This is an optimization exercise on Yosys and OpenROAD, whose aim is small area, not a production implementation.
In this exercise RTL edits were held to simulation tests only and were not proved equivalent to the original.
Power is estimated from default activity; no workload was simulated.

<file path="flow/flow/run.sh">
#!/bin/bash
# Standard ORFS layout (the standard.sh, standard synthesis unchanged) with
# layout-only settings: small port buffers, a clock tree of clkbuf_8 without
# dummy loads, no footprint-locked resizing, plain (not timing-driven) global
# placement. make's output goes to standard.log; each ORFS step keeps its own
# log under orfs/logs.
set -euo pipefail
bash standard.sh \
	"BUFFER_PORTS_ARGS=-buffer_cell sky130_fd_sc_hd__buf_2" \
	"MATCH_CELL_FOOTPRINT=0" \
	"GPL_TIMING_DRIVEN=0" \
	"CTS_ARGS=-sink_clustering_enable -repair_clock_nets -dont_use_dummy_load -buf_list sky130_fd_sc_hd__clkbuf_8 -sink_clustering_size 15 -sink_clustering_max_diameter 50" \
	finish > standard.log 2>&1
</file>
<file path="flow/standard.sh">
#!/bin/bash
# synth_recipe.tcl (not shown) runs the flow's synth.tcl, then flattens the netlist and writes it again
# the make line also repeats each setting of config.mk as NAME=value (left out here)
make -C /OpenROAD-flow-scripts/flow DESIGN_CONFIG=/design/flow/config.mk WORK_HOME=/design/flow/orfs CLKGATE_MAP_FILE= SYNTH_SCRIPT=/design/flow/synth_recipe.tcl "${@:-finish}"
</file>
<file path="flow/config.mk">
export PLATFORM = sky130hd
export DESIGN_NAME = tpm_fifo_top
export DESIGN_NICKNAME = tpm_fifo_top
export VERILOG_FILES = /design/flow/design.v
export SDC_FILE = /design/flow/constraint.sdc
export NUM_CORES = 4
export LEC_CHECK = 0
export CAP_MARGIN = 20
export CORE_MARGIN = 2
export CORE_UTILIZATION = 45
export SLEW_MARGIN = 20
export SYNTH_HIERARCHICAL = 1
</file>
<file path="flow/constraint.sdc">
create_clock -name core_clock -period 5.0 [get_ports {clock}]
set_input_delay 1.0000 -clock core_clock [delete_from_list [all_inputs] [get_ports {clock}]]
set_output_delay 1.0000 -clock core_clock [all_outputs]
set_load 0.01 [all_outputs]
</file>
<file path="flow/design.v">
package tpm_fifo_pkg;
endpackage
`timescale 1ns/1ps
module tpm_data_buffer
(
	input  logic                   clock,
	input  logic                   reset_n,
	input  logic                   clear_i,
	input  logic                   fifo_wr_i,
	input  logic                   fifo_rd_i,
	input  logic [7:0]             wdata_i,
	input  logic                   exec_i,
	output logic [7:0]             rdata_o,		 
	output logic                   cmd_complete_o,
	output logic                   rsp_empty_o,
	input  logic [6-1:0] cmd_rd_addr_i,
	output logic [7:0]             cmd_byte_o,
	input  logic                   rsp_we_i,
	input  logic [7:0]             rsp_byte_i
);
	logic [7:0] cmd_mem [64];
	logic [7:0] rsp_mem [64];
	logic [6:0] cmd_cnt;	 
	logic [6:0] rsp_top;	 
	logic cmd_take, rsp_take, size_big;
	logic [8*64-1:0] cmd_flat, rsp_flat;
	logic [7:0] cmd_wr_hi, cmd_wr_lo, cmd_rd_hi, cmd_rd_lo, rsp_rd_hi, rsp_rd_lo;
	assign cmd_take = fifo_wr_i && !cmd_complete_o && !cmd_cnt[6];
	assign rsp_take = rsp_we_i && exec_i && (rsp_top != 7'd63);
	assign size_big       = (|cmd_mem[2]) || (|cmd_mem[3]) || (|cmd_mem[4]) || cmd_mem[5][7];
	assign cmd_complete_o = (cmd_cnt >= 6) && !size_big && (cmd_cnt >= {1'b0, cmd_mem[5][6:0]});
	always_comb
	begin
		for (int i = 0; i < 8; i++)
		begin
			cmd_wr_hi[i] = (cmd_cnt[5:3] == 3'(i));
			cmd_wr_lo[i] = (cmd_cnt[2:0] == 3'(i)) && cmd_take;
			cmd_rd_hi[i] = (cmd_rd_addr_i[5:3] == 3'(i));
			cmd_rd_lo[i] = (cmd_rd_addr_i[2:0] == 3'(i));
			rsp_rd_hi[i] = (rsp_top[5:3] == 3'(i));
			rsp_rd_lo[i] = (rsp_top[2:0] == 3'(i));
		end
	end
	always_comb
	begin
		for (int i = 0; i < 64; i++)
		begin
			cmd_flat[8 * i +: 8] = cmd_mem[i];
			rsp_flat[8 * i +: 8] = rsp_mem[i];
		end
	end
	tpm_buf_read i_cmd_read (.hi_i(cmd_rd_hi), .lo_i(cmd_rd_lo), .mem_i(cmd_flat), .byte_o(cmd_byte_o));
	always_ff @(posedge clock)
	begin
		for (int i = 0; i < 64; i++)
			if (cmd_wr_hi[i / 8] && cmd_wr_lo[i % 8])
				cmd_mem[i] <= wdata_i;
	end
	assign rsp_empty_o = rsp_top[6];
	tpm_buf_read i_rsp_read (.hi_i(rsp_rd_hi), .lo_i(rsp_rd_lo), .mem_i(rsp_flat), .byte_o(rdata_o));
	always_ff @(posedge clock)
	begin
		if (rsp_take)
		begin
			rsp_mem[0] <= rsp_byte_i;
			for (int i = 1; i < 64; i++)
				rsp_mem[i] <= rsp_mem[i - 1];
		end
	end
	always_ff @(posedge clock or negedge reset_n)
	begin
		if (!reset_n)
		begin
			cmd_cnt <= '0;
			rsp_top <= '1;
		end
		else if (clear_i)
		begin
			cmd_cnt <= '0;
			rsp_top <= '1;
		end
		else
		begin
			if (cmd_take)
				cmd_cnt <= cmd_cnt + 1'b1;
			if (rsp_take)
				rsp_top <= rsp_top + 1'b1;
			else if (fifo_rd_i)	 
				rsp_top <= rsp_top - 1'b1;
		end
	end
endmodule
module tpm_buf_read
(
	input  logic [7:0] hi_i,
	input  logic [7:0] lo_i,
	input  logic [8*64-1:0] mem_i,	 
	output logic [7:0] byte_o
);
	logic [7:0] grp [8];
	for (genvar g = 0; g < 8; g++)
	begin : g_grp
		for (genvar b = 0; b < 8; b++)
		begin : g_bit
			tpm_ao8 i_ao8
			(
				.sel_i(lo_i),
				.d_i({mem_i[8 * (8 * g + 7) + b], mem_i[8 * (8 * g + 6) + b],
				      mem_i[8 * (8 * g + 5) + b], mem_i[8 * (8 * g + 4) + b],
				      mem_i[8 * (8 * g + 3) + b], mem_i[8 * (8 * g + 2) + b],
				      mem_i[8 * (8 * g + 1) + b], mem_i[8 * (8 * g) + b]}),
				.y_o(grp[g][b])
			);
		end
	end
	for (genvar b = 0; b < 8; b++)
	begin : g_out
		tpm_ao8 i_ao8
		(
			.sel_i(hi_i),
			.d_i({grp[7][b], grp[6][b], grp[5][b], grp[4][b], grp[3][b], grp[2][b], grp[1][b], grp[0][b]}),
			.y_o(byte_o[b])
		);
	end
endmodule
module tpm_ao8
(
	input  logic [7:0] sel_i,
	input  logic [7:0] d_i,
	output logic       y_o
);
	logic [2:0] n;
	tpm_aoi3 i_aoi_lo (.s_i(sel_i[2:0]), .d_i(d_i[2:0]), .y_o(n[0]));
	tpm_aoi3 i_aoi_mid (.s_i(sel_i[5:3]), .d_i(d_i[5:3]), .y_o(n[1]));
	assign n[2] = !((sel_i[6] && d_i[6]) || (sel_i[7] && d_i[7]));
	assign y_o = !(&n);
endmodule
module tpm_aoi3
(
	input  logic [2:0] s_i,
	input  logic [2:0] d_i,
	output logic       y_o
);
	assign y_o = !(|(s_i & d_i));
endmodule
`timescale 1ns/1ps
module tpm_fifo_top
(
	input  logic                     clock,
	input  logic                     reset_n,
	input  logic                     req_i,		 
	input  logic                     we_i,
	input  logic [16-1:0]   addr_i,	 
	input  logic [7:0]               wdata_i,
	output logic [7:0]               rdata_o,
	input  logic [6-1:0]   cmd_rd_addr_i,
	output logic [7:0]               cmd_byte_o,
	input  logic                     rsp_we_i,
	input  logic [7:0]               rsp_byte_i,
	output logic                     exec_start_o,
	input  logic                     exec_done_i,
	output logic                     pirq_n_o,
	output logic [5-1:0]  locality_o
);
	logic [11:0] ofs;
	logic [5-1:0] loc_sel;
	logic loc_ok, allow, acc_hit, acc_wr, reg_wr, sts_wr, fifo_hit;
	logic cmd_ready_wr, go_wr, fifo_wr, fifo_rd, int_en_wr, int_glob_wr, int_stat_clr;
	logic [7:0] fifo_rdata, access_byte, sts_byte, rd_byte;
	logic st_ready, st_rx, st_exec, st_compl, st_idle;
	logic to_idle, cmd_complete, rsp_empty, expect_flag, data_avail;
	logic loc_change;
	logic [5-1:0] req_use, req_all, grant, above, seized_loc, been_seized;
	logic seize_hi, seized;
	logic glob_en, cr_en, lc_en, da_en, cr_sts, lc_sts, da_sts, cr_q, da_q;
	assign ofs = addr_i[11:0];
	always_comb
	begin
		for (int i = 0; i < 5; i++)
			loc_sel[i] = (addr_i[15:12] == 4'(i));
	end
	assign loc_ok   = |loc_sel;
	assign allow    = |(loc_sel & locality_o);
	assign acc_hit  = loc_ok && (ofs == 12'h000);	 
	assign fifo_hit = (ofs >= 12'h024 && ofs <= 12'h027) ||
	                  (ofs >= 12'h080 && ofs <= 12'h083);
	assign acc_wr       = req_i && we_i && acc_hit;
	assign reg_wr       = req_i && we_i && allow;
	assign sts_wr       = reg_wr && (ofs == 12'h018);
	assign cmd_ready_wr = sts_wr && wdata_i[6];
	assign go_wr        = sts_wr && wdata_i[5];
	assign int_en_wr    = reg_wr && (ofs == 12'h008);
	assign int_glob_wr  = reg_wr && (ofs == 12'h008 + 12'd3);
	assign int_stat_clr = reg_wr && (ofs == 12'h010);
	assign fifo_wr      = reg_wr && fifo_hit && (st_ready || st_rx);	 
	assign fifo_rd      = req_i && !we_i && allow && fifo_hit && data_avail;
	assign access_byte =
	{
		1'b1,				 
		1'b0,
		allow,				 
		|(been_seized & loc_sel),
		1'b0,				 
		|(req_use & ~loc_sel),		 
		|(req_use & loc_sel),		 
		1'b1				 
	};
	assign sts_byte = {1'b1, st_ready, 1'b0, data_avail, expect_flag, 3'b000};
	always_comb
	begin
		case (ofs)
		12'h000: rd_byte = access_byte;
		12'h008: rd_byte = {cr_en, 3'b000, 1'b1, lc_en, 1'b0, da_en};	 
		12'h009: rd_byte = 8'h00;
		12'h00A: rd_byte = 8'h00;
		12'h00B: rd_byte = {glob_en, 7'd0};
		12'h010: rd_byte = {cr_sts, 4'd0, lc_sts, 1'b0, da_sts};
		12'h011: rd_byte = 8'h00;
		12'h012: rd_byte = 8'h00;
		12'h013: rd_byte = 8'h00;
		12'h014: rd_byte = 32'h3000_07D5 & 8'hFF;
		12'h015: rd_byte = (32'h3000_07D5 >> 8) & 8'hFF;
		12'h016: rd_byte = (32'h3000_07D5 >> 16) & 8'hFF;
		12'h017: rd_byte = (32'h3000_07D5 >> 24) & 8'hFF;
		12'h018: rd_byte = sts_byte;
		12'h019: rd_byte = 16'd64 & 8'hFF;
		12'h01A: rd_byte = (16'd64 >> 8) & 8'hFF;
		12'h01B: rd_byte = 8'h04;
		12'h030: rd_byte = 32'h0006_0100 & 8'hFF;
		12'h031: rd_byte = (32'h0006_0100 >> 8) & 8'hFF;
		12'h032: rd_byte = (32'h0006_0100 >> 16) & 8'hFF;
		12'h033: rd_byte = (32'h0006_0100 >> 24) & 8'hFF;
		12'hF00: rd_byte = 16'h3037 & 8'hFF;
		12'hF01: rd_byte = (16'h3037 >> 8) & 8'hFF;
		12'hF02: rd_byte = 16'h5654 & 8'hFF;
		12'hF03: rd_byte = (16'h5654 >> 8) & 8'hFF;
		default: rd_byte = 8'hFF;	 
		endcase
		if (fifo_hit)
			rd_byte = data_avail ? fifo_rdata : 8'hFF;	 
		if (!allow && !acc_hit)
			rd_byte = 8'hFF;	 
	end
	always_ff @(posedge clock or negedge reset_n)
	begin
		if (!reset_n)
			rdata_o <= 8'hFF;
		else
			rdata_o <= (req_i && !we_i) ? rd_byte : 8'hFF;
	end
	assign req_all = req_use | ((acc_wr && (wdata_i[1] || wdata_i[3])) ? loc_sel & ~locality_o : '0);
	always_comb
	begin
		for (int i = 0; i < 5; i++)
			grant[i] = req_all[i] && !(|(req_all >> (i + 1)));
	end
	always_comb
	begin
		above[0] = 1'b0;
		for (int i = 1; i < 5; i++)
			above[i] = above[i - 1] | locality_o[i - 1];
	end
	assign seize_hi = acc_wr && wdata_i[3] && |(loc_sel & above);
	assign seized   = |seized_loc;
	always_ff @(posedge clock or negedge reset_n)
	begin
		if (!reset_n)
		begin
			locality_o  <= '0;
			loc_change  <= 1'b0;
			req_use     <= '0;
			seized_loc  <= '0;
			been_seized <= '0;
		end
		else
		begin
			if (loc_change)
			begin
				locality_o <= grant;		 
				loc_change <= 1'b0;
			end
			else if (locality_o == '0)
				loc_change <= |req_all;
			else if (seize_hi || (acc_wr && wdata_i[5] && allow))	 
			begin
				locality_o <= '0;
				loc_change <= 1'b1;
			end
			req_use    <= req_all & ~((acc_wr && wdata_i[5]) ? loc_sel : '0) & ~(loc_change ? grant : '0);
			seized_loc <= seize_hi ? locality_o : '0;	 
			been_seized <= seized_loc | (been_seized & ~((acc_wr && wdata_i[4]) ? loc_sel : '0));
		end
	end
	assign st_idle     = !(st_ready || st_rx || st_exec || st_compl);
	assign expect_flag = st_rx && !cmd_complete;
	assign data_avail  = st_compl && !rsp_empty;
	assign to_idle     = seized || (cmd_ready_wr && (st_rx || st_exec || st_compl));
	always_ff @(posedge clock or negedge reset_n)
	begin
		if (!reset_n)
		begin
			{st_ready, st_rx, st_exec, st_compl} <= 4'b0000;
			exec_start_o <= 1'b0;
		end
		else
		begin
			exec_start_o <= 1'b0;
			if (to_idle)
				{st_ready, st_rx, st_exec, st_compl} <= 4'b0000;
			else
			begin
				if (st_idle && cmd_ready_wr)
					st_ready <= 1'b1;
				if (st_ready && fifo_wr)	 
				begin
					st_ready <= 1'b0;
					st_rx    <= 1'b1;
				end
				if (st_rx && go_wr && cmd_complete)	 
				begin
					st_rx        <= 1'b0;
					st_exec      <= 1'b1;
					exec_start_o <= 1'b1;
				end
				if (st_exec && exec_done_i)
				begin
					st_exec  <= 1'b0;
					st_compl <= 1'b1;
				end
			end
		end
	end
	always_ff @(posedge clock or negedge reset_n)
	begin
		if (!reset_n)
		begin
			{glob_en, cr_en, lc_en, da_en} <= 4'b0000;
			{cr_sts, lc_sts, da_sts} <= 3'b000;
			{cr_q, da_q} <= 2'b00;
		end
		else
		begin
			cr_q <= st_ready;
			da_q <= data_avail;
			if (int_glob_wr)
				glob_en <= wdata_i[7];
			if (int_en_wr)
			begin
				cr_en <= wdata_i[7];
				lc_en <= wdata_i[2];
				da_en <= wdata_i[0];
			end
			cr_sts <= (glob_en && cr_en && st_ready && !cr_q) || (cr_sts && !(int_stat_clr && wdata_i[7]));
			lc_sts <= (glob_en && lc_en && loc_change) || (lc_sts && !(int_stat_clr && wdata_i[2]));
			da_sts <= (glob_en && da_en && data_avail && !da_q) || (da_sts && !(int_stat_clr && wdata_i[0]));
		end
	end
	assign pirq_n_o = !(cr_sts || lc_sts || da_sts);
	tpm_data_buffer i_tpm_data_buffer
	(
		.clock(clock), .reset_n(reset_n),
		.clear_i(to_idle), .fifo_wr_i(fifo_wr), .fifo_rd_i(fifo_rd), .wdata_i(wdata_i),
		.exec_i(st_exec), .rdata_o(fifo_rdata),
		.cmd_complete_o(cmd_complete), .rsp_empty_o(rsp_empty),
		.cmd_rd_addr_i(cmd_rd_addr_i), .cmd_byte_o(cmd_byte_o),
		.rsp_we_i(rsp_we_i), .rsp_byte_i(rsp_byte_i)
	);
endmodule
</file>
==> parameters.txt, run 1 <==
Parameter                              Value

Synthesis
  Number of enable-type register cells in the synthesized netlist ... between 1000 and 1500
  Post-synthesis sequential element count ... 1081
  Gate Count Post-Synth ... 2191
  Cell area after synthesis ... about 40000 um^2
  Ys async rst share ... 5.27%
  Top cells by area in the synthesized netlist ... sky130_fd_sc_hd__edfxtp_1 76%, sky130_fd_sc_hd__a222oi_1 7.2%, sky130_fd_sc_hd__a22oi_1 2.7%, sky130_fd_sc_hd__dfrtp_1 2.6%, sky130_fd_sc_hd__nand3_1 2.0%
  Sequential element share of the synthesized area ... 79.8%
  Share of the synthesized area in the top cell type ... around three quarters
  Dominant register cell in the synthesized netlist ... sky130_fd_sc_hd__edfxtp_1
  Average footprint of a synthesized cell ... 18.4 um^2
  Dominant cell type by area after synthesis ... sky130_fd_sc_hd__edfxtp_1
  Yosys warning count ... 12
  Number of distinct standard cells referenced by the synthesized netlist ... 93
  Net count after synthesis ... ~2300

Worst setup path
  Cell chain of the critical path ... buf_2, and3b_4, buf_12, a222oi_1, nand3_1, a222oi_1, nand3_1, buf_2
  Slowest Stage Delay on Critical Path ... around 0.73 ns
  CP max-delay cell ... sky130_fd_sc_hd__a222oi_1
  Setup crit start kind ... primary input
  Critical Path End Type ... output pin
  Worst Setup Path Type ... in2out
  Arrival time of data at the critical path endpoint ... approximately 3.7 ns
  CP Max Fanout ... 44
  Endpoint required time on the critical path ... roughly 4.0 ns

Cells and area
  Final design area excluding fillers ... ~45000 um^2
  Relative area change from synthesis to final layout ... 10.8%
  Fraction of final layout cells with drive strength greater than 1 ... between 10 and 15%
  Highest-count cells in the layout ignoring fill and taps ... 1024 x sky130_fd_sc_hd__edfxtp_1, 289 x sky130_fd_sc_hd__a222oi_1, 164 x sky130_fd_sc_hd__nand3_1, 147 x sky130_fd_sc_hd__a22oi_1, 106 x sky130_fd_sc_hd__clkbuf_8
  Number of nets at the end of the flow ... around 2500
  Commonest non-fill, non-tap cell in the layout ... sky130_fd_sc_hd__edfxtp_1
  Number of cells in the finished layout apart from fillers ... about 3600
  Number of fillers in the final layout ... just over 7000

Clock tree
  Clock buffers created by TritonCTS ... approximately 110
  Clk sink count ... between 1000 and 1500
  Clock root cell ... sky130_fd_sc_hd__clkbuf_8
  Number of H-tree branching levels ... 3
  Clock tree from TritonCTS ... built
  Maximum root-to-sink buffer count ... 3
  Hold-fix buffers at CTS ... 0
  Register clock-pin slew on the reported worst setup and hold paths ... approximately 0.060 ns
  Worst-skew pair later-pin latency ... roughly 0.76 ns
  Resize count post-CTS ... 0
  Setup fix buffers added after clock tree synthesis ... 0

Pwr
  Worst ir drop on vdd ... between 150 and 200 uV
  Areal power density over the cells ... 332 nW/um^2
  Pleak ... 13.7 nW

Place
  Half-perimeter wire length after placement ... approximately 57 mm
  Area after detailed placement ... roughly 43000 um^2
  Cell count after placement ... approximately 3500
  Placer's final routability congestion estimate ... 0.851
  Port buffer count ... 63

Run status
  Status ... no timing/DRC/antenna violations

Detailed routing
  Drt pass-1 iters ... 9
  Starting DRC count in detailed routing ... 3857
  Average routed wire per standard cell ... 26.4 um
  Detailed Route WL ... 94.4 mm
  Number of vias per cell after detailed routing ... 6.52
  # DRC ... 0
  Total vias in the final route ... 23313
  Antenna Nets Post-Route ... 0

STA
  Number of endpoints with negative hold slack in the final report ... 0
  Final setup viols ... 0
  Rel. slew slack ... approximately 25%
  Transition time at the pin with the least slew margin ... 1.12 ns
  Fmax ... 212 MHz
  Setup repair after global routing missed its margin ... false
  Worst-case clock skew ... between 0.07 and 0.08 ns
  Final period util ... a little over nine tenths
  Slew Viols, Final ... 0
  Minimum clock period ... approximately 4.7 ns

Global routing
  Total congestion overflow after global routing ... 0
  Largest net degree at the start of global routing ... about 190
  Number of global-route vias before repair ... around 23000
  Global-route wire length before repair ... about 140 mm
  Overall global routing resource usage ... 20.3%
  Initial antenna violation count ... 2

Die
  Die extent in x ... slightly above 300 um
  Initial standard-cell utilization of the core ... approximately 46%
  Area of the die ... between 90000 and 100000 um^2
  Site Rows ... between 100 and 150
  Die boundary height ... about 300 um
  Io pins ... 67
  Core region area ... a little under 90000 um^2

Run
  Max Cap Violations ... 0

Worst hold path
  Worst hold path type ... in2async
worst max-delay path: cells and delay by family:
kind | cells | cell delay [ns]
buf+inv | 3 | 0.63
compound gates | 2 | 1.24
simple gates | 3 | 0.79
cells by family after synthesis:
family / count (synthesis) / synth area share [%]
xor gates and xnor gates: 4 / 0.0868
buffers and inverters: 59 / 0.626
and+or+nand+nor: 466 / 6.35
AOI/OAI and AO/OA: 547 / 12.1
adders and majority gates: 19 / 0.608
DFF: 1081 / 79.8
muxes: 15 / 0.468
per-stage QoR:
stage               power, W  util [%]  hold slack (ns)  setup WS (ns)  TNS [ns]
floorplan             0.0102         -            0.410       -0.00359  -0.00359
global placement      0.0104      47.6            0.425          -2.72   -742.36
detailed placement    0.0104      48.7            0.430         -0.358    -18.30
CTS                   0.0150      50.4            0.301          0.394         0
global route          0.0153      50.4            0.363          0.286         0
finish                0.0149      50.4            0.342          0.285         0
layer usage:
metal / global-route usage [%] / vias to the layer above / share of wire [%]
li1: - / 10099 / -
met1: 29.7 / 11809 / 41
met2: 30.7 / 1275 / 46
met3: 4.21 / 130 / 10
met4: 6.13 / 0 / 2.2
met5: 0 / - / 0
registers in the layout (all words and copies together), names as in the netlist, 5 cells and up:
name / flops
been_seized: 5
i_tpm_data_buffer.cmd_cnt: 7
i_tpm_data_buffer.cmd_mem: 512
i_tpm_data_buffer.rsp_mem: 512
i_tpm_data_buffer.rsp_top: 7
locality_o: 5
rdata_o: 8
req_use: 5
seized_loc: 5
synth_stat cells (all sizes together), types with 4 or more instances:
cell     count
nand3      165
nor2b       10
a222oi     289
or4          4
a21oi       11
nor4b        5
clkbuf      26
o21bai       4
nor2        56
nor3b       15
nand4       10
o211ai       5
o21ai       16
nor4        14
and2        10
a21o         8
mux2         8
edfxtp    1024
or2          5
nand2       46
o2bb2ai      4
nand3b       4
a22oi      147
a211oi      10
nor3        43
and3b        8
dfrtp       42
dfstp       15
o2111ai      6
ha          18
inv         23
mux2i        5
or3          5
buf         10
and3        56
a31oi       12
per-module statistics from Yosys, one instance, submodules excluded, excerpt:
module	copies in the design	area, um^2
tpm_fifo_top	1	2810
tpm_aoi3	288	10.0
tpm_ao8	144	12.5
tpm_data_buffer	1	32900
where the power goes:
part           switching, W  internal, W
Combinational      0.000298     0.000126
Clock               0.00273      0.00187
Sequential     0.0000000135      0.00982
Total               0.00303       0.0118
path summary, 6_finish.rpt:
check | slack (ns) | to | cells past startpoint | startpoint
max | 0.28 | cmd_byte_o[6] | 8 | cmd_rd_addr_i[2]
min | 0.34 | been_seized[0] | 1 | reset_n
max in group asynchronous | 4.12 | locality_o[1] | 1 | reset_n
min reg2reg | 0.40 | i_tpm_data_buffer.rsp_mem[28][2] | 0 | i_tpm_data_buffer.rsp_mem[27][2]
max reg2reg | 0.67 | i_tpm_data_buffer.rsp_mem[62][4] | 6 | i_tpm_data_buffer.rsp_top[0]
min in group core_clock | 0.40 | i_tpm_data_buffer.rsp_mem[28][2] | 0 | i_tpm_data_buffer.rsp_mem[27][2]
area by class of cell:
cell class	count	area [um^2]	share of cell area [%]
sequential	1081	32200	72.0
multi-input combinational	1051	8140	18.2
clock buffer	106	1460	3.26
tap	1165	1460	3.26
timing repair buffer	115	1180	2.64
buffer	36	166	0.372
inverter	23	113	0.252
antenna	1	2.50	0.00560
==> run 2: changes to the inputs <==
--- a/flow/design.v
+++ b/flow/design.v
@@ -24,40 +24,35 @@
 	logic [6:0] rsp_top;	 
 	logic cmd_take, rsp_take, size_big;
 	logic [8*64-1:0] cmd_flat, rsp_flat;
-	logic [7:0] cmd_wr_hi, cmd_wr_lo, cmd_rd_hi, cmd_rd_lo, rsp_rd_hi, rsp_rd_lo;
+	logic [64-1:0] cmd_wr_row, cmd_rd_row, rsp_rd_row;
 	assign cmd_take = fifo_wr_i && !cmd_complete_o && !cmd_cnt[6];
 	assign rsp_take = rsp_we_i && exec_i && (rsp_top != 7'd63);
 	assign size_big       = (|cmd_mem[2]) || (|cmd_mem[3]) || (|cmd_mem[4]) || cmd_mem[5][7];
 	assign cmd_complete_o = (cmd_cnt >= 6) && !size_big && (cmd_cnt >= {1'b0, cmd_mem[5][6:0]});
 	always_comb
 	begin
-		for (int i = 0; i < 8; i++)
+		for (int i = 0; i < 64; i++)
 		begin
-			cmd_wr_hi[i] = (cmd_cnt[5:3] == 3'(i));
-			cmd_wr_lo[i] = (cmd_cnt[2:0] == 3'(i)) && cmd_take;
-			cmd_rd_hi[i] = (cmd_rd_addr_i[5:3] == 3'(i));
-			cmd_rd_lo[i] = (cmd_rd_addr_i[2:0] == 3'(i));
-			rsp_rd_hi[i] = (rsp_top[5:3] == 3'(i));
-			rsp_rd_lo[i] = (rsp_top[2:0] == 3'(i));
+			cmd_flat[8 * i +: 8] = cmd_mem[i];
+			rsp_flat[8 * i +: 8] = rsp_mem[i];
 		end
 	end
 	always_comb
 	begin
 		for (int i = 0; i < 64; i++)
-		begin
-			cmd_flat[8 * i +: 8] = cmd_mem[i];
-			rsp_flat[8 * i +: 8] = rsp_mem[i];
-		end
+			cmd_wr_row[i] = (cmd_cnt[5:3] == 3'(i / 8)) && (cmd_cnt[2:0] == 3'(i % 8)) && cmd_take;
 	end
-	tpm_buf_read i_cmd_read (.hi_i(cmd_rd_hi), .lo_i(cmd_rd_lo), .mem_i(cmd_flat), .byte_o(cmd_byte_o));
+	tpm_row_dec i_cmd_rd_dec (.idx_i(cmd_rd_addr_i), .row_o(cmd_rd_row));
+	tpm_buf_read i_cmd_read (.row_i(cmd_rd_row), .mem_i(cmd_flat), .byte_o(cmd_byte_o));
 	always_ff @(posedge clock)
 	begin
 		for (int i = 0; i < 64; i++)
-			if (cmd_wr_hi[i / 8] && cmd_wr_lo[i % 8])
+			if (cmd_wr_row[i])
 				cmd_mem[i] <= wdata_i;
 	end
 	assign rsp_empty_o = rsp_top[6];
-	tpm_buf_read i_rsp_read (.hi_i(rsp_rd_hi), .lo_i(rsp_rd_lo), .mem_i(rsp_flat), .byte_o(rdata_o));
+	tpm_row_dec i_rsp_rd_dec (.idx_i(rsp_top[6-1:0]), .row_o(rsp_rd_row));
+	tpm_buf_read i_rsp_read (.row_i(rsp_rd_row), .mem_i(rsp_flat), .byte_o(rdata_o));
 	always_ff @(posedge clock)
 	begin
 		if (rsp_take)
@@ -90,50 +85,111 @@
 		end
 	end
 endmodule
+module tpm_row_dec
+(
+	input  logic [6-1:0]   idx_i,
+	output logic [64-1:0] row_o
+);
+	logic [6-1:0] idx_n;
+	logic [7:0] hi_n, lo_n;
+	for (genvar k = 0; k < 6; k++)
+	begin : g_inv
+		tpm_inv i_inv (.a_i(idx_i[k]), .y_o(idx_n[k]));
+	end
+	for (genvar v = 0; v < 8; v++)
+	begin : g_pre
+		tpm_nand3 i_hi
+		(
+			.a_i({v[2] ? idx_i[5] : idx_n[5], v[1] ? idx_i[4] : idx_n[4], v[0] ? idx_i[3] : idx_n[3]}),
+			.y_o(hi_n[v])
+		);
+		tpm_nand3 i_lo
+		(
+			.a_i({v[2] ? idx_i[2] : idx_n[2], v[1] ? idx_i[1] : idx_n[1], v[0] ? idx_i[0] : idx_n[0]}),
+			.y_o(lo_n[v])
+		);
+	end
+	for (genvar r = 0; r < 64; r++)
+	begin : g_row
+		tpm_nor2 i_nor2 (.a_i(hi_n[r / 8]), .b_i(lo_n[r % 8]), .y_o(row_o[r]));
+	end
+endmodule
+module tpm_inv
+(
+	input  logic a_i,
+	output logic y_o
+);
+	assign y_o = !a_i;
+endmodule
+module tpm_nand3
+(
+	input  logic [2:0] a_i,
+	output logic       y_o
+);
+	assign y_o = !(&a_i);
+endmodule
+module tpm_nor2
+(
+	input  logic a_i,
+	input  logic b_i,
+	output logic y_o
+);
+	assign y_o = !(a_i || b_i);
+endmodule
 module tpm_buf_read
 (
-	input  logic [7:0] hi_i,
-	input  logic [7:0] lo_i,
+	input  logic [64-1:0]   row_i,
 	input  logic [8*64-1:0] mem_i,	 
-	output logic [7:0] byte_o
+	output logic [7:0]                  byte_o
 );
-	logic [7:0] grp [8];
-	for (genvar g = 0; g < 8; g++)
-	begin : g_grp
-		for (genvar b = 0; b < 8; b++)
-		begin : g_bit
-			tpm_ao8 i_ao8
-			(
-				.sel_i(lo_i),
-				.d_i({mem_i[8 * (8 * g + 7) + b], mem_i[8 * (8 * g + 6) + b],
-				      mem_i[8 * (8 * g + 5) + b], mem_i[8 * (8 * g + 4) + b],
-				      mem_i[8 * (8 * g + 3) + b], mem_i[8 * (8 * g + 2) + b],
-				      mem_i[8 * (8 * g + 1) + b], mem_i[8 * (8 * g) + b]}),
-				.y_o(grp[g][b])
-			);
+	for (genvar b = 0; b < 8; b++)
+	begin : g_bit
+		logic [64-1:0] col;
+		for (genvar r = 0; r < 64; r++)
+		begin : g_row
+			assign col[r] = mem_i[8 * r + b];
 		end
+		tpm_ao64 i_ao64 (.sel_i(row_i), .d_i(col), .y_o(byte_o[b]));
 	end
-	for (genvar b = 0; b < 8; b++)
-	begin : g_out
-		tpm_ao8 i_ao8
-		(
-			.sel_i(hi_i),
-			.d_i({grp[7][b], grp[6][b], grp[5][b], grp[4][b], grp[3][b], grp[2][b], grp[1][b], grp[0][b]}),
-			.y_o(byte_o[b])
-		);
+endmodule
+module tpm_ao64
+(
+	input  logic [63:0] sel_i,
+	input  logic [63:0] d_i,
+	output logic        y_o
+);
+	logic [21:0] n;
+	logic [5:0] p;
+	for (genvar k = 0; k < 21; k++)
+	begin : g_aoi
+		tpm_aoi3 i_aoi3 (.s_i(sel_i[3 * k +: 3]), .d_i(d_i[3 * k +: 3]), .y_o(n[k]));
+	end
+	assign n[21] = !(sel_i[63] && d_i[63]);
+	for (genvar k = 0; k < 5; k++)
+	begin : g_nand4
+		tpm_nand4 i_nand4 (.a_i(n[4 * k +: 4]), .y_o(p[k]));
 	end
+	assign p[5] = !(n[20] && n[21]);
+	tpm_or6 i_or6 (.a_i(p), .y_o(y_o));
+endmodule
+module tpm_nand4
+(
+	input  logic [3:0] a_i,
+	output logic       y_o
+);
+	assign y_o = !(&a_i);
 endmodule
-module tpm_ao8
+module tpm_or6
 (
-	input  logic [7:0] sel_i,
-	input  logic [7:0] d_i,
+	input  logic [5:0] a_i,
 	output logic       y_o
 );
 	logic [2:0] n;
-	tpm_aoi3 i_aoi_lo (.s_i(sel_i[2:0]), .d_i(d_i[2:0]), .y_o(n[0]));
-	tpm_aoi3 i_aoi_mid (.s_i(sel_i[5:3]), .d_i(d_i[5:3]), .y_o(n[1]));
-	assign n[2] = !((sel_i[6] && d_i[6]) || (sel_i[7] && d_i[7]));
-	assign y_o = !(&n);
+	for (genvar k = 0; k < 3; k++)
+	begin : g_nor
+		tpm_nor2 i_nor2 (.a_i(a_i[2 * k]), .b_i(a_i[2 * k + 1]), .y_o(n[k]));
+	end
+	tpm_nand3 i_nand3 (.a_i(n), .y_o(y_o));
 endmodule
 module tpm_aoi3
 (
@@ -336,12 +392,9 @@
 		begin
 			{glob_en, cr_en, lc_en, da_en} <= 4'b0000;
 			{cr_sts, lc_sts, da_sts} <= 3'b000;
-			{cr_q, da_q} <= 2'b00;
 		end
 		else
 		begin
-			cr_q <= st_ready;
-			da_q <= data_avail;
 			if (int_glob_wr)
 				glob_en <= wdata_i[7];
 			if (int_en_wr)
@@ -356,6 +409,11 @@
 		end
 	end
 	assign pirq_n_o = !(cr_sts || lc_sts || da_sts);
+	always_ff @(posedge clock)
+	begin
+		cr_q <= st_ready;
+		da_q <= data_avail;
+	end
 	tpm_data_buffer i_tpm_data_buffer
 	(
 		.clock(clock), .reset_n(reset_n),
--- a/flow/flow/run.sh
+++ b/flow/flow/run.sh
@@ -6,8 +6,8 @@
 # log under orfs/logs.
 set -euo pipefail
 bash standard.sh \
-	"BUFFER_PORTS_ARGS=-buffer_cell sky130_fd_sc_hd__buf_2" \
+	"BUFFER_PORTS_ARGS=-buffer_cell sky130_fd_sc_hd__buf_1" \
 	"MATCH_CELL_FOOTPRINT=0" \
 	"GPL_TIMING_DRIVEN=0" \
-	"CTS_ARGS=-sink_clustering_enable -repair_clock_nets -dont_use_dummy_load -buf_list sky130_fd_sc_hd__clkbuf_8 -sink_clustering_size 15 -sink_clustering_max_diameter 50" \
+	"CTS_ARGS=-sink_clustering_enable -repair_clock_nets -dont_use_dummy_load -buf_list sky130_fd_sc_hd__clkbuf_8 -sink_clustering_size 16 -sink_clustering_max_diameter 60" \
 	finish > standard.log 2>&1
--- a/flow/config.mk
+++ b/flow/config.mk
@@ -8,5 +8,6 @@
 export CAP_MARGIN = 20
 export CORE_MARGIN = 2
 export CORE_UTILIZATION = 45
+export SETUP_SLACK_MARGIN = 0.25
 export SLEW_MARGIN = 20
 export SYNTH_HIERARCHICAL = 1
==> run 2 against run 1 <==
Wire length increased by 6.7%. Die area increased by 0.26%. Setup slack got worse by 0.060 ns. Core utilization decreased by 0.58 points. Global-route usage increased by 1.0 points. Non-clock buffer count decreased by 19. Clock power decreased by about 10%. Critical path type unchanged. Largest power group unchanged. Highest routed layer unchanged.
==> parameters.txt, run 2 <==
Parameter                              Value

Run status
  Status ... no timing/DRC/antenna violations (unchanged)

Die
  Io pins ... 67 (unchanged)
  Die extent in x ... 304 um (was 303 um)
  Initial standard-cell utilization of the core ... 45.6% (was 45.5%)
  Area of the die ... 92400 um^2 (was 92100 um^2)
  Site Rows ... 109 (unchanged)
  Core region area ... 88800 um^2 (was 88600 um^2)
  Die boundary height ... 304 um (was 303 um)

Synthesis
  Compound-Gate Fraction of Synth Area ... 11.0% (was 12.1%)
  Dominant cell type by area after synthesis ... sky130_fd_sc_hd__edfxtp_1 (unchanged)
  Top cells by area in the synthesized netlist ... sky130_fd_sc_hd__edfxtp_1 76%, sky130_fd_sc_hd__a222oi_1 8.3%, sky130_fd_sc_hd__dfrtp_1 2.5%, sky130_fd_sc_hd__nor2_1 2.2%, sky130_fd_sc_hd__nand4_1 1.4% (was sky130_fd_sc_hd__edfxtp_1 76%, sky130_fd_sc_hd__a222oi_1 7.2%, sky130_fd_sc_hd__a22oi_1 2.7%, sky130_fd_sc_hd__dfrtp_1 2.6%, sky130_fd_sc_hd__nand3_1 2.0%)
  Gate Count Post-Synth ... 2255 (was 2191)
  Share of the synthesized area in the top cell type ... 76.0% (was 76.2%)
  Net count after synthesis ... 2318 (was 2254)
  Cell area after synthesis ... 40500 um^2 (was 40400 um^2)
  Simple logic cell fraction of the synthesized area ... 7.64% (was 6.35%)
  Number of distinct standard cells referenced by the synthesized netlist ... 85 (was 93)
  Ys async rst share ... 5.09% (was 5.27%)
  Post-synth top cells ... 1024 x sky130_fd_sc_hd__edfxtp_1, 336 x sky130_fd_sc_hd__a222oi_1, 234 x sky130_fd_sc_hd__nor2_1, 93 x sky130_fd_sc_hd__nand4_1, 68 x sky130_fd_sc_hd__nand3_1 (was 1024 x sky130_fd_sc_hd__edfxtp_1, 289 x sky130_fd_sc_hd__a222oi_1, 164 x sky130_fd_sc_hd__nand3_1, 147 x sky130_fd_sc_hd__a22oi_1, 56 x sky130_fd_sc_hd__and3_1)
  Dominant register cell in the synthesized netlist ... sky130_fd_sc_hd__edfxtp_1 (unchanged)
  Post-synthesis sequential element count ... 1081 (unchanged)
  Largest family of logic cells by synthesized area ... compound AO/OA/AOI/OAI gates (unchanged)
  Yosys warning count ... 10 (was 12)
  Multiplexer area fraction after synthesis ... 0.495% (was 0.468%)
  Most numerous cell in the Yosys netlist ... sky130_fd_sc_hd__edfxtp_1 (unchanged)
  Average footprint of a synthesized cell ... 17.9 um^2 (was 18.4 um^2)
  Sequential element share of the synthesized area ... 79.5% (was 79.8%)
  Number of enable-type register cells in the synthesized netlist ... 1024 (unchanged)
  Share of the synthesized netlist area taken by xor and xnor gates ... 0.130% (was 0.0868%)
  Post-Synth Adder-Cell Area ... 0.606% (was 0.608%)

Clock tree
  Worst-skew pair later-pin latency ... 0.74 ns (was 0.76 ns)
  Maximum root-to-sink buffer count ... 3 (unchanged)
  Register clock-pin slew on the reported worst setup and hold paths ... 0.09 ns (was 0.06 ns)
  Number of H-tree branching levels ... 3 (unchanged)
  Clock tree from TritonCTS ... built (unchanged)
  Clk sink count ... 1081 (unchanged)
  Clock root cell ... sky130_fd_sc_hd__clkbuf_8 (unchanged)
  Clock buffers created by TritonCTS ... 83 (was 106)

Worst hold path
  Worst hold path type ... in2async (unchanged)

STA
  Setup repair after global routing missed its margin ... false (unchanged)
  Slew Viols, Final ... 0 (unchanged)
  Final setup viols ... 0 (unchanged)
  Fmax ... 209 MHz (was 212 MHz)
  Transition time at the pin with the least slew margin ... 1.11 ns (was 1.12 ns)
  Number of endpoints with negative hold slack in the final report ... 0 (unchanged)
  Final period util ... 95.5% (was 94.3%)
  Rel. slew slack ... 25.3% (was 24.7%)
  Minimum clock period ... 4.77 ns (was 4.72 ns)
  Worst Setup Slack, final ... 0.225 ns (was 0.285 ns)
  Worst-case clock skew ... 0.0744 ns (was 0.0796 ns)

Global routing
  Overall global routing resource usage ... 21.3% (was 20.3%)
  Global-route wire length before repair ... 149 mm (was 141 mm)
  Number of global-route vias before repair ... 23127 (was 22632)
  Layer with the highest usage ... met2 (unchanged)
  Met3 demand-to-capacity share in global routing ... 4.90% (was 4.21%)
  GR Util met2 ... 32.6% (was 30.7%)
  Met1 routing resource usage after global routing ... 30.6% (was 29.7%)
  Initial antenna violation count ... 3 (was 2)
  Largest net degree at the start of global routing ... 60 (was 194)
  Total congestion overflow after global routing ... 0 (unchanged)

Worst setup path
  Reg-to-reg setup timing slack ... 0.35 ns (was 0.67 ns)
  Critical Path End Type ... output pin (unchanged)
  Endpoint required time on the critical path ... 4.00 ns (about the same)
  Startpoint of the lowest-slack register-to-register path ... i_tpm_data_buffer.rsp_top[0] (unchanged)
  CP Max Fanout ... 8 (was 44)
  Launching instance or port of the critical path ... cmd_rd_addr_i[2] (unchanged)
  Worst Setup Path Type ... in2out (unchanged)
  Arrival time of data at the critical path endpoint ... 3.77 ns (was 3.72 ns)
  Setup crit start kind ... primary input (unchanged)

Detailed routing
  Drt pass-1 iters ... 13 (was 9)
  Antenna Nets Post-Route ... 0 (unchanged)
  Starting DRC count in detailed routing ... 4119 (was 3857)
  Average routed wire per standard cell ... 27.9 um (was 26.4 um)
  Total vias in the final route ... 23918 (was 23313)
  # DRC ... 0 (unchanged)
  Number of vias per cell after detailed routing ... 6.63 (was 6.52)
  Detailed Route WL ... 101 mm (was 94.4 mm)

Pwr
  Areal power density over the cells ... 322 nW/um^2 (was 332 nW/um^2)
  Logic gate share of total power ... 2.2% (was 2.9%)
  Power spent charging and discharging nets ... 0.00288 W (was 0.00303 W)
  Worst ir drop on vdd ... 176 uV (was 198 uV)
  Sequential group share of total power ... 68.9% (was 66.1%)
  Internal portion of total power ... 0.0114 W (was 0.0118 W)
  Switching power share of the total ... 20.2% (was 20.4%)
  Fraction of power consumed by the clock network ... 28.9% (was 31.0%)
  Pleak ... 13.2 nW (was 13.7 nW)

Run
  Max Cap Violations ... 0 (unchanged)

Cells and area
  Largest registers in the final layout ... i_tpm_data_buffer.cmd_mem (512), i_tpm_data_buffer.rsp_mem (512), rdata_o (8) (unchanged)
  Highest-count cells in the layout ignoring fill and taps ... 1024 x sky130_fd_sc_hd__edfxtp_1, 336 x sky130_fd_sc_hd__a222oi_1, 234 x sky130_fd_sc_hd__nor2_1, 93 x sky130_fd_sc_hd__nand4_1, 83 x sky130_fd_sc_hd__clkbuf_8 (was 1024 x sky130_fd_sc_hd__edfxtp_1, 289 x sky130_fd_sc_hd__a222oi_1, 164 x sky130_fd_sc_hd__nand3_1, 147 x sky130_fd_sc_hd__a22oi_1, 106 x sky130_fd_sc_hd__clkbuf_8)
  Commonest non-fill, non-tap cell in the layout ... sky130_fd_sc_hd__edfxtp_1 (unchanged)
  Number of cells in the finished layout apart from fillers ... 3609 (was 3578)
  Number of nets at the end of the flow ... 2506 (was 2477)
  Relative area change from synthesis to final layout ... 9.39% (was 10.8%)
  Fraction of final layout cells with drive strength greater than 1 ... 9.55% (was 13.4%)

Place
  Placer's final routability congestion estimate ... 0.838 (was 0.851)
  Half-perimeter wire length after placement ... 68.3 mm (was 57.5 mm)
  Cell count after placement ... 3522 (was 3471)
  Port buffer count ... 65 (was 63)
  Worst slack, placed ... -0.374 ns (was -0.358 ns)
-- run 2: cell types whose count changed after synthesis, moves of 14 or more --
cell | previous run | this run
sky130_fd_sc_hd__a222oi_1 | 289 | 336
sky130_fd_sc_hd__nand4_1 | 10 | 93
sky130_fd_sc_hd__nand3_1 | 164 | 68
sky130_fd_sc_hd__nor2_1 | 54 | 234
sky130_fd_sc_hd__a22oi_1 | 147 | 1
sky130_fd_sc_hd__o21ai_0 | 15 | 30
sky130_fd_sc_hd__nand2_1 | 45 | 31
sky130_fd_sc_hd__a21bo_1 | 0 | 16
sky130_fd_sc_hd__a21oi_1 | 10 | 27
sky130_fd_sc_hd__and3_1 | 56 | 8
-- run 2: routing by layer --
metal / up-vias / share of wire (%)
met1: 12252 / 42
met2: 1297 / 46
met3: 170 / 10
met4: 0 / 2.6
li1: 10199 / -
met5: - / 0
-- run 2: through the flow --
stage / instance area [um^2] / utilization (%) / TNS (ns) / hold slack (ns) / power, W
after floorplan: 40500 / - / -2441.82 / 0.377 / 0.0101
after global placement: 42200 / 47.5 / -3992.99 / 0.388 / 0.0103
after detailed placement: 43000 / 48.4 / -27.77 / 0.400 / 0.0103
after CTS: 44200 / 49.8 / 0 / 0.189 / 0.0144
after global routing: 44300 / 49.9 / 0 / 0.228 / 0.0147
final: 44300 / 49.9 / 0 / 0.244 / 0.0143
-- run 2: power groups by stage --
stage	Clock [W]	Sequential, W	Combinational [W]
after global routing	0.00454	0.00982	0.000331
after detailed placement	0	0.0100	0.000306
after CTS	0.00424	0.00982	0.000309
final	0.00413	0.00982	0.000314
after global placement	0	0.0100	0.000277
after floorplan	0	0.0100	0.000102
-- run 2: logic make-up after synthesis --
| group | after synthesis |
|---|---|
| adders and majority gates | 19 |
| buffers and inverters | 59 |
| xor gates and xnor gates | 6 |
| and+or+nand+nor | 592 |
| DFF | 1081 |
| muxes | 19 |
| AOI/OAI and AO/OA | 479 |
-- run 2: critical path, cell delays in order --
cell and delay, ns:
sky130_fd_sc_hd__buf_1 0.28, sky130_fd_sc_hd__inv_1 0.19, sky130_fd_sc_hd__nand3_2 0.41, sky130_fd_sc_hd__nor2_1 0.28
sky130_fd_sc_hd__a222oi_1 0.60, sky130_fd_sc_hd__nand4_1 0.33, sky130_fd_sc_hd__nor2_1 0.37, sky130_fd_sc_hd__nand3_1 0.14
sky130_fd_sc_hd__buf_1 0.16
-- run 2: worst paths after layout --
kind,end,cells past startpoint
worst max-delay path,cmd_byte_o[3],9
worst max register to register,rdata_o[2],13
worst min-delay path,locality_o[0],1
min in group core_clock,i_tpm_data_buffer.rsp_mem[63][6],0
worst min register to register,i_tpm_data_buffer.rsp_mem[63][6],0
max in group asynchronous,i_tpm_data_buffer.rsp_top[5],2
-- run 2: modules after synthesis (local to each module, per instance), excerpt --
module           area [um^2]  cells inside
tpm_inv                 3.75             1
tpm_data_buffer        32700          1270
tpm_fifo_top            2830           317
tpm_nand4               6.26             1
tpm_ao64                10.0             1
tpm_nor2                3.75             1
tpm_nand3               5.00             1
tpm_aoi3                10.0             1
-- run 2: area by class of cell --
type	count	area, um^2
plain buffers	29	144
clock buffers	83	1140
multi-input cells	1115	8270
inverters	30	116
diodes	3	7.51
fillers	7151	44500
flip-flops and latches	1081	32200
well taps	1165	1460
repair buffers	103	953
-- run 2: timing repair --
action,CTS,global route
setup endpoints to repair,7,15
pin swaps,0,1
gates resized for setup,6,3
setup buffers,0,0
hold buffers,0,0
==> run 3: changes to the inputs <==
--- a/flow/config.mk
+++ b/flow/config.mk
@@ -5,9 +5,9 @@
 export SDC_FILE = /design/flow/constraint.sdc
 export NUM_CORES = 4
 export LEC_CHECK = 0
-export CAP_MARGIN = 20
+export CAP_MARGIN = 10
 export CORE_MARGIN = 2
 export CORE_UTILIZATION = 45
 export SETUP_SLACK_MARGIN = 0.25
-export SLEW_MARGIN = 20
+export SLEW_MARGIN = 10
 export SYNTH_HIERARCHICAL = 1
==> run 3 against run 2 <==
Clock skew increased by 0.0025 ns. Critical path type unchanged. Global-route usage shrank 0.13 points. Synthesized area unchanged. Flip-flop and latch count unchanged. Worst hold slack improved by 0.014 ns. Critical endpoint unchanged. Wire length fell by 0.41%. Non-clock buffer count fell by 5. Largest cell class unchanged. Sequential share of layout area up 0.41 points.
==> parameters.txt, run 3 <==
Parameter                              Value

Worst setup path
  Slowest Stage Delay on Critical Path ... 0.60 ns (about the same)
  Buffering stage count on the worst path with inverters included ... 3 (unchanged)
  Destination of the worst register-to-register timing path ... rdata_o[2] (unchanged)
  Endpoint required time on the critical path ... 4.00 ns (about the same)
  Launching instance or port of the critical path ... cmd_rd_addr_i[2] (unchanged)
  Dominant delay contributor by cell family on the critical path ... simple AND/OR/NAND/NOR gates (unchanged)
  Arrival time of data at the critical path endpoint ... 3.71 ns (was 3.77 ns)
  Register-to-Register Path Depth ... 13 (unchanged)
  Critical Path End Type ... output pin (unchanged)
  Cell chain of the critical path ... buf_1, inv_1, nand3_2, nor2_1, a222oi_1, nand4_1, nor2_1, nand3_1, buf_1 (unchanged)
  Setup crit start kind ... primary input (unchanged)
  Critical Path End ... cmd_byte_o[3] (unchanged)
  Reg-to-reg setup timing slack ... 0.43 ns (was 0.35 ns)
  Cell depth of the worst setup path ... 9 (unchanged)
  Worst Setup Path Type ... in2out (unchanged)
  CP Max Fanout ... 8 (unchanged)
  CP max-delay cell ... sky130_fd_sc_hd__a222oi_1 (unchanged)
  Startpoint of the lowest-slack register-to-register path ... i_tpm_data_buffer.rsp_top[0] (unchanged)

Global routing
  Initial antenna violation count ... 4 (was 3)
  Overall global routing resource usage ... 21.2% (was 21.3%)
  Largest net degree at the start of global routing ... 67 (was 60)
  Number of global-route vias before repair ... 23150 (was 23127)
  Global-route wire length before repair ... 148 mm (was 149 mm)
  Total congestion overflow after global routing ... 0 (unchanged)

STA
  Final setup viols ... 0 (unchanged)
  Final period util ... 94.1% (was 95.5%)
  Setup repair after global routing missed its margin ... false (unchanged)
  Minimum clock period ... 4.71 ns (was 4.77 ns)
  Fmax ... 212 MHz (was 209 MHz)
  Slew Viols, Final ... 0 (unchanged)
  Number of endpoints with negative hold slack in the final report ... 0 (unchanged)
  Worst-case clock skew ... 0.0769 ns (was 0.0744 ns)
  Rel. slew slack ... 13.5% (was 25.3%)
  Transition time at the pin with the least slew margin ... 1.29 ns (was 1.11 ns)
  Setup TNS ... 0 ns (unchanged)

Die
  Site Rows ... 109 (unchanged)
  Io pins ... 67 (unchanged)
  Initial standard-cell utilization of the core ... 45.6% (unchanged)
  Area of the die ... 92400 um^2 (unchanged)
  Die extent in x ... 304 um (unchanged)
  Die boundary height ... 304 um (unchanged)
  Core region area ... 88800 um^2 (unchanged)

Run status
  Status ... no timing/DRC/antenna violations (unchanged)

Synthesis
  Cell area after synthesis ... 40500 um^2 (unchanged)
  Average footprint of a synthesized cell ... 17.9 um^2 (unchanged)
  Number of enable-type register cells in the synthesized netlist ... 1024 (unchanged)
  Top cells by area in the synthesized netlist ... sky130_fd_sc_hd__edfxtp_1 76%, sky130_fd_sc_hd__a222oi_1 8.3%, sky130_fd_sc_hd__dfrtp_1 2.5%, sky130_fd_sc_hd__nor2_1 2.2%, sky130_fd_sc_hd__nand4_1 1.4% (unchanged)
  Net count after synthesis ... 2318 (unchanged)
  Sequential element share of the synthesized area ... 79.5% (unchanged)
  Gate Count Post-Synth ... 2255 (unchanged)
  Post-synth top cells ... 1024 x sky130_fd_sc_hd__edfxtp_1, 336 x sky130_fd_sc_hd__a222oi_1, 234 x sky130_fd_sc_hd__nor2_1, 93 x sky130_fd_sc_hd__nand4_1, 68 x sky130_fd_sc_hd__nand3_1 (unchanged)
  Ys async rst share ... 5.09% (unchanged)
  Dominant cell type by area after synthesis ... sky130_fd_sc_hd__edfxtp_1 (unchanged)
  Post-synthesis sequential element count ... 1081 (unchanged)
  Share of the synthesized area in the top cell type ... 76.0% (unchanged)
  Number of distinct standard cells referenced by the synthesized netlist ... 85 (unchanged)
  Most numerous cell in the Yosys netlist ... sky130_fd_sc_hd__edfxtp_1 (unchanged)
  Yosys warning count ... 10 (unchanged)
  Dominant register cell in the synthesized netlist ... sky130_fd_sc_hd__edfxtp_1 (unchanged)

Cells and area
  Number of fillers in the final layout ... 7212 (was 7151)
  Multi-input combinational cell area ... 8210 um^2 (was 8270 um^2)
  Number of nets at the end of the flow ... 2499 (was 2506)
  Highest-count cells in the layout ignoring fill and taps ... 1024 x sky130_fd_sc_hd__edfxtp_1, 336 x sky130_fd_sc_hd__a222oi_1, 234 x sky130_fd_sc_hd__nor2_1, 93 x sky130_fd_sc_hd__nand4_1, 81 x sky130_fd_sc_hd__clkbuf_8 (was 1024 x sky130_fd_sc_hd__edfxtp_1, 336 x sky130_fd_sc_hd__a222oi_1, 234 x sky130_fd_sc_hd__nor2_1, 93 x sky130_fd_sc_hd__nand4_1, 83 x sky130_fd_sc_hd__clkbuf_8)
  Fraction of final layout cells with drive strength greater than 1 ... 9.08% (was 9.55%)
  Finished Core Util ... 49.6% (was 49.9%)
  Largest registers in the final layout ... i_tpm_data_buffer.cmd_mem (512), i_tpm_data_buffer.rsp_mem (512), rdata_o (8) (unchanged)
  Commonest non-fill, non-tap cell in the layout ... sky130_fd_sc_hd__edfxtp_1 (unchanged)
  Seq. cell area ... 32200 um^2 (unchanged)
  Relative area change from synthesis to final layout ... 8.78% (was 9.39%)
  Number of cells in the finished layout apart from fillers ... 3601 (was 3609)

Place
  Port buffer count ... 65 (unchanged)
  Placer's final routability congestion estimate ... 0.838 (unchanged)
  Cell count after placement ... 3516 (was 3522)
  Half-perimeter wire length after placement ... 66.6 mm (was 68.3 mm)

Detailed routing
  Starting DRC count in detailed routing ... 4294 (was 4119)
  Average routed wire per standard cell ... 27.9 um (about the same)
  # DRC ... 0 (unchanged)
  Total vias in the final route ... 23789 (was 23918)
  Detailed Route WL ... 100 mm (was 101 mm)
  Number of vias per cell after detailed routing ... 6.61 (was 6.63)
  Antenna Nets Post-Route ... 0 (unchanged)
  Drt pass-1 iters ... 10 (was 13)

Pwr
  Switching power share of the total ... 20.0% (was 20.2%)
  Worst ir drop on vdd ... 167 uV (was 176 uV)
  Pleak ... 13.1 nW (was 13.2 nW)
  Logic gate share of total power ... 2.2% (about the same)
  Sequential group share of total power ... 69.3% (was 68.9%)
  Power spent charging and discharging nets ... 0.00283 W (was 0.00288 W)
  Internal portion of total power ... 0.0113 W (was 0.0114 W)
  Areal power density over the cells ... 322 nW/um^2 (about the same)
  Fraction of power consumed by the clock network ... 28.6% (was 28.9%)

Clock tree
  Number of H-tree branching levels ... 3 (unchanged)
  Maximum root-to-sink buffer count ... 3 (unchanged)
  Clock tree from TritonCTS ... built (unchanged)
  Worst-skew pair later-pin latency ... 0.74 ns (about the same)
  Register clock-pin slew on the reported worst setup and hold paths ... 0.10 ns (was 0.09 ns)
  Hold-fix buffers at CTS ... 0 (unchanged)
  Clock buffers created by TritonCTS ... 81 (was 83)
  Clk sink count ... 1081 (unchanged)
  Clock root cell ... sky130_fd_sc_hd__clkbuf_8 (unchanged)

Run
  Max Cap Violations ... 0 (unchanged)

Worst hold path
  Worst hold path type ... in2async (unchanged)
## run 3: cell counts after synthesis
No cell type changed its count.
## run 3: worst min path at each step
stage | startpoint | end
after floorplan | da_q | da_sts
after global placement | da_q | da_sts
after detailed placement | da_q | da_sts
after CTS | reset_n | locality_o[1]
after global routing | reset_n | locality_o[2]
final | reset_n | locality_o[2]
## run 3: final cells by class
cell class | count | area share (%)
repair buffers | 98 | 1.79
flip-flops and latches | 1081 | 73.1
clock buffers | 81 | 2.53
multi-input cells | 1115 | 18.7
plain buffers | 29 | 0.327
diodes | 2 | 0.0114
well taps | 1165 | 3.31
inverters | 30 | 0.264
## run 3: per-layer routing
metal,vias up,routed length [um],track usage (%),part of all wire (%)
met1,12214,42600,31.0,42
li1,10174,-,-,-
met3,133,9510,4.29,9.5
met2,1268,46200,32.6,46
met4,0,2030,5.39,2.0
met5,-,0,0,0
## run 3: what timing repair did
| action | CTS | global route |
|---|---|---|
| gates resized for setup | 5 | 7 |
| setup buffers | 0 | 0 |
| pin swaps | 0 | 0 |
| endpoints found under the setup margin | 10 | 31 |
## run 3: power groups by stage
stage          registers (W)  clock network [W]  logic [W]
2_1_floorplan         0.0100                  0   0.000102
5_1_grt              0.00982            0.00449   0.000325
3_5_place_dp          0.0100                  0   0.000302
3_3_place_gp          0.0100                  0   0.000277
6_report             0.00982            0.00405   0.000307
4_1_cts              0.00982            0.00418   0.000304
## run 3: cells by family (layout without fill, tap and decap cells)
logic type | after synthesis | count (layout) | share of synthesized area (%)
buffers and inverters | 59 | 238 | 0.634
flip-flops | 1081 | 1081 | 79.5
multiplexers | 19 | 19 | 0.495
adder cells (fa/ha/maj) | 19 | 19 | 0.606
other | 0 | 2 | 0
AO/OA/AOI/OAI | 479 | 479 | 11.0
XOR/XNOR | 6 | 6 | 0.130
AND/OR/NAND/NOR | 592 | 592 | 7.64
## run 3: stage by stage
| step | area (um^2) | hold slack (ns) | total power, W | worst slack, ns |
|---|---|---|---|---|
| global route | 44000 | 0.230 | 0.0146 | 0.260 |
| global placement | 42200 | 0.388 | 0.0103 | -8.13 |
| floorplan | 40500 | 0.377 | 0.0101 | -4.98 |
| finish | 44000 | 0.258 | 0.0142 | 0.294 |
| CTS | 43900 | 0.208 | 0.0143 | 0.210 |
| detailed placement | 42800 | 0.402 | 0.0103 | -0.530 |
## run 3: per-module statistics from Yosys (local to each module, per instance), excerpt
module	times used	cell area (um^2)	cells inside	flops+latches
tpm_data_buffer	1	32700	1270	1038
tpm_fifo_top	1	2830	317	43
tpm_ao64	16	10.0	1	0
tpm_aoi3	336	10.0	1	0
tpm_nand4	80	6.26	1	0
tpm_nand3	48	5.00	1	0
tpm_inv	12	3.75	1	0
tpm_nor2	176	3.75	1	0
## run 3: worst reg2reg max path, stage by stage, from the launching register on
cell and delay (ns):
sky130_fd_sc_hd__dfstp_2 0.65, sky130_fd_sc_hd__inv_1 0.13, sky130_fd_sc_hd__nand3_1 0.65, sky130_fd_sc_hd__nor2_1 0.41, sky130_fd_sc_hd__a222oi_1 0.50, sky130_fd_sc_hd__nand4_1 0.21, sky130_fd_sc_hd__nor2_1 0.20, sky130_fd_sc_hd__nand3_1 0.14
sky130_fd_sc_hd__or3b_2 0.51, sky130_fd_sc_hd__o211ai_1 0.11, sky130_fd_sc_hd__a21oi_1 0.09, sky130_fd_sc_hd__or4_1 0.51, sky130_fd_sc_hd__o31ai_1 0.28, sky130_fd_sc_hd__nand2_1 0.09
==> run 4: changes to the inputs <==
--- a/flow/design.v
+++ b/flow/design.v
@@ -37,11 +37,7 @@
 			rsp_flat[8 * i +: 8] = rsp_mem[i];
 		end
 	end
-	always_comb
-	begin
-		for (int i = 0; i < 64; i++)
-			cmd_wr_row[i] = (cmd_cnt[5:3] == 3'(i / 8)) && (cmd_cnt[2:0] == 3'(i % 8)) && cmd_take;
-	end
+	tpm_row_dec_en i_cmd_wr_dec (.idx_i(cmd_cnt[6-1:0]), .en_i(cmd_take), .row_o(cmd_wr_row));
 	tpm_row_dec i_cmd_rd_dec (.idx_i(cmd_rd_addr_i), .row_o(cmd_rd_row));
 	tpm_buf_read i_cmd_read (.row_i(cmd_rd_row), .mem_i(cmd_flat), .byte_o(cmd_byte_o));
 	always_ff @(posedge clock)
@@ -114,6 +110,53 @@
 		tpm_nor2 i_nor2 (.a_i(hi_n[r / 8]), .b_i(lo_n[r % 8]), .y_o(row_o[r]));
 	end
 endmodule
+module tpm_row_dec_en
+(
+	input  logic [6-1:0]   idx_i,
+	input  logic                     en_i,
+	output logic [64-1:0] row_o
+);
+	logic [6-1:0] idx_n;
+	logic [7:0] hi_n, lo_n;
+	logic en_n;
+	for (genvar k = 0; k < 6; k++)
+	begin : g_inv
+		tpm_inv i_inv (.a_i(idx_i[k]), .y_o(idx_n[k]));
+	end
+	tpm_inv i_inv_en (.a_i(en_i), .y_o(en_n));
+	for (genvar v = 0; v < 8; v++)
+	begin : g_pre
+		tpm_nand3 i_hi
+		(
+			.a_i({v[2] ? idx_i[5] : idx_n[5], v[1] ? idx_i[4] : idx_n[4], v[0] ? idx_i[3] : idx_n[3]}),
+			.y_o(hi_n[v])
+		);
+		tpm_nand3 i_lo
+		(
+			.a_i({v[2] ? idx_i[2] : idx_n[2], v[1] ? idx_i[1] : idx_n[1], v[0] ? idx_i[0] : idx_n[0]}),
+			.y_o(lo_n[v])
+		);
+	end
+	for (genvar r = 0; r < 64; r++)
+	begin : g_row
+		tpm_nor3 i_nor3 (.a_i({hi_n[r / 8], lo_n[r % 8], en_n}), .y_o(row_o[r]));
+	end
+endmodule
+module tpm_nor3
+(
+	input  logic [2:0] a_i,
+	output logic       y_o
+);
+	assign y_o = !(|a_i);
+endmodule
+module tpm_nand2
+(
+	input  logic a_i,
+	input  logic b_i,
+	output logic y_o
+);
+	assign y_o = !(a_i && b_i);
+endmodule
 module tpm_inv
 (
 	input  logic a_i,
@@ -164,12 +207,12 @@
 	begin : g_aoi
 		tpm_aoi3 i_aoi3 (.s_i(sel_i[3 * k +: 3]), .d_i(d_i[3 * k +: 3]), .y_o(n[k]));
 	end
-	assign n[21] = !(sel_i[63] && d_i[63]);
+	tpm_nand2 i_nand2_last (.a_i(sel_i[63]), .b_i(d_i[63]), .y_o(n[21]));
 	for (genvar k = 0; k < 5; k++)
 	begin : g_nand4
 		tpm_nand4 i_nand4 (.a_i(n[4 * k +: 4]), .y_o(p[k]));
 	end
-	assign p[5] = !(n[20] && n[21]);
+	tpm_nand2 i_nand2_p5 (.a_i(n[20]), .b_i(n[21]), .y_o(p[5]));
 	tpm_or6 i_or6 (.a_i(p), .y_o(y_o));
 endmodule
 module tpm_nand4
--- a/flow/config.mk
+++ b/flow/config.mk
@@ -8,6 +8,6 @@
 export CAP_MARGIN = 10
 export CORE_MARGIN = 2
 export CORE_UTILIZATION = 45
-export SETUP_SLACK_MARGIN = 0.25
+export SETUP_SLACK_MARGIN = 0.2
 export SLEW_MARGIN = 10
 export SYNTH_HIERARCHICAL = 1
==> run 4 against run 3 <==
Clock skew down 0.0047 ns. Wire length fell by 3.1%. Flip-flop and latch count is the same. Via count shrank 1.5%. Core utilization down 0.10 points. Largest power group unchanged. Largest cell class unchanged. Critical path type unchanged. Global-route usage is 0.61 points lower. Setup slack worse by 0.11 ns. Highest routed layer unchanged. Power up 0.64%. Register-to-register slack improved by 0.74 ns.
==> parameters.txt, run 4 <==
Parameter                              Value

Worst setup path
  Startpoint of the lowest-slack register-to-register path ... locality_o[4] (was i_tpm_data_buffer.rsp_top[0])
  Critical Path End ... cmd_byte_o[4] (was cmd_byte_o[3])
  Reg-to-reg setup timing slack ... 1.17 ns (was 0.43 ns)

Synthesis
  Average footprint of a synthesized cell ... 18.1 um^2 (was 17.9 um^2)
  Net count after synthesis ... 2298 (was 2318)
  Post-synthesis sequential element count ... 1081 (unchanged)
  Yosys warning count ... 10 (unchanged)
  Dominant cell type by area after synthesis ... sky130_fd_sc_hd__edfxtp_1 (unchanged)
  Number of distinct standard cells referenced by the synthesized netlist ... 78 (was 85)
  Number of enable-type register cells in the synthesized netlist ... 1024 (unchanged)

Die
  Initial standard-cell utilization of the core ... 45.6% (about the same)
  Area of the die ... 92300 um^2 (was 92400 um^2)
  Site Rows ... 109 (unchanged)

Detailed routing
  Total vias in the final route ... 23429 (was 23789)
  # DRC ... 0 (unchanged)
  Drt pass-1 iters ... 9 (was 10)
  Number of vias per cell after detailed routing ... 6.55 (was 6.61)

Place
  Placer's final routability congestion estimate ... 0.849 (was 0.838)
  Half-perimeter wire length after placement ... 64.2 mm (was 66.6 mm)

Clock tree
  Worst-skew pair later-pin latency ... 0.72 ns (was 0.74 ns)
  Clock buffers created by TritonCTS ... 86 (was 81)
  Setup fix buffers added after clock tree synthesis ... 0 (unchanged)

STA
  Number of endpoints with negative hold slack in the final report ... 0 (unchanged)
  Minimum clock period ... 4.82 ns (was 4.71 ns)
  Rel. slew slack ... 26.6% (was 13.5%)
  Worst-case clock skew ... 0.0722 ns (was 0.0769 ns)

Global routing
  GR Util met2 ... 31.8% (was 32.6%)
  Largest net degree at the start of global routing ... 68 (was 67)
  Met3 demand-to-capacity share in global routing ... 3.19% (was 4.29%)

Cells and area
  Fraction of final layout cells with drive strength greater than 1 ... 10.4% (was 9.08%)

Pwr
  Power spent charging and discharging nets ... 0.00284 W (was 0.00283 W)
  Fraction of power consumed by the clock network ... 29.0% (was 28.6%)
  Logic gate share of total power ... 2.1% (was 2.2%)

Run status
  Status ... no timing/DRC/antenna violations (unchanged)
-- run 4: area by class of cell --
| cell class | count | area share (%) |
|---|---|---|
| diodes | 3 | 0.0171 |
| clock buffers | 86 | 2.70 |
| flip-flops and latches | 1081 | 73.4 |
| multi-input cells | 1106 | 18.5 |
| well taps | 1165 | 3.32 |
| repair buffers | 84 | 1.58 |
| plain buffers | 15 | 0.168 |
| inverters | 37 | 0.334 |
-- run 4: through the flow --
step	instance area [um^2]	utilization [%]	total power, W	std cells	hold slack (ns)
2_1_floorplan	40500	-	0.0101	2239	0.377
3_3_place_gp	42200	47.6	0.0103	3467	0.389
3_5_place_dp	42600	48.1	0.0103	3488	0.406
4_1_cts	43800	49.4	0.0144	3574	0.195
5_1_grt	43900	49.5	0.0147	3576	0.234
6_report	43900	49.5	0.0143	3577	0.256
-- run 4: routing by layer --
| metal | up-vias | part of all wire (%) |
|---|---|---|
| met2 | 1142 | 46 |
| li1 | 10066 | - |
| met5 | - | 0 |
| met4 | 0 | 2.8 |
| met1 | 12078 | 42 |
| met3 | 143 | 8.5 |
-- run 4: what timing repair did --
item / in CTS / in global routing
endpoints found under the setup margin: 4 / 8
hold endpoints to repair: 0 / 0
gates resized for setup: 2 / 6
-- run 4: how the worst min path moves through the flow --
| stage | end | slack (ns) | start | cells past startpoint |
|---|---|---|---|---|
| floorplan | da_sts | 0.38 | da_q | 1 |
| global route | locality_o[2] | 0.23 | reset_n | 1 |
| detailed placement | da_sts | 0.41 | da_q | 1 |
| global placement | da_sts | 0.39 | da_q | 1 |
| CTS | locality_o[3] | 0.20 | reset_n | 1 |
| finish | locality_o[3] | 0.26 | reset_n | 1 |
-- run 4: kinds of logic after synthesis --
logic type | count (synthesis) | synth area share, %
mux | 19 | 0.504
compound gates | 443 | 10.2
flops | 1081 | 79.6
simple gates | 624 | 8.55
xor+xnor | 5 | 0.108
fa+ha+maj | 15 | 0.483
buf+inv | 52 | 0.526
-- run 4: critical path, delay by kind of cell --
family / cells / cell delay [ns]
AO/OA/AOI/OAI: 1 / 0.52
AND/OR/NAND/NOR: 5 / 1.91
buffers and inverters: 2 / 0.37
-- run 4: power groups by stage --
stage               registers (W)  logic, W  clock network [W]
finish                    0.00982  0.000305            0.00414
global route              0.00982  0.000325            0.00459
CTS                       0.00982  0.000301            0.00428
detailed placement         0.0100  0.000300                  0
global placement           0.0100  0.000277                  0
floorplan                  0.0100  0.000100                  0
-- run 4: modules after synthesis (local to each module, per instance), excerpt --
module | cells | flops+latches | copies in the design
tpm_nor3 | 1 | 0 | 64
tpm_aoi3 | 1 | 0 | 336
tpm_nand4 | 1 | 0 | 80
tpm_nor2 | 1 | 0 | 176
tpm_inv | 1 | 0 | 19
tpm_fifo_top | 309 | 43 | 1
tpm_nand3 | 1 | 0 | 64
tpm_data_buffer | 1159 | 1038 | 1
tpm_nand2 | 1 | 0 | 32

Check on run 4: ideal ports give 0.181 ns setup slack; a clkbuf_16 on the clock port and buf_2 on the inputs give 0.159 ns; moving port delays by the midpoint clock arrival (0.756 ns) as well gives -0.123 ns.
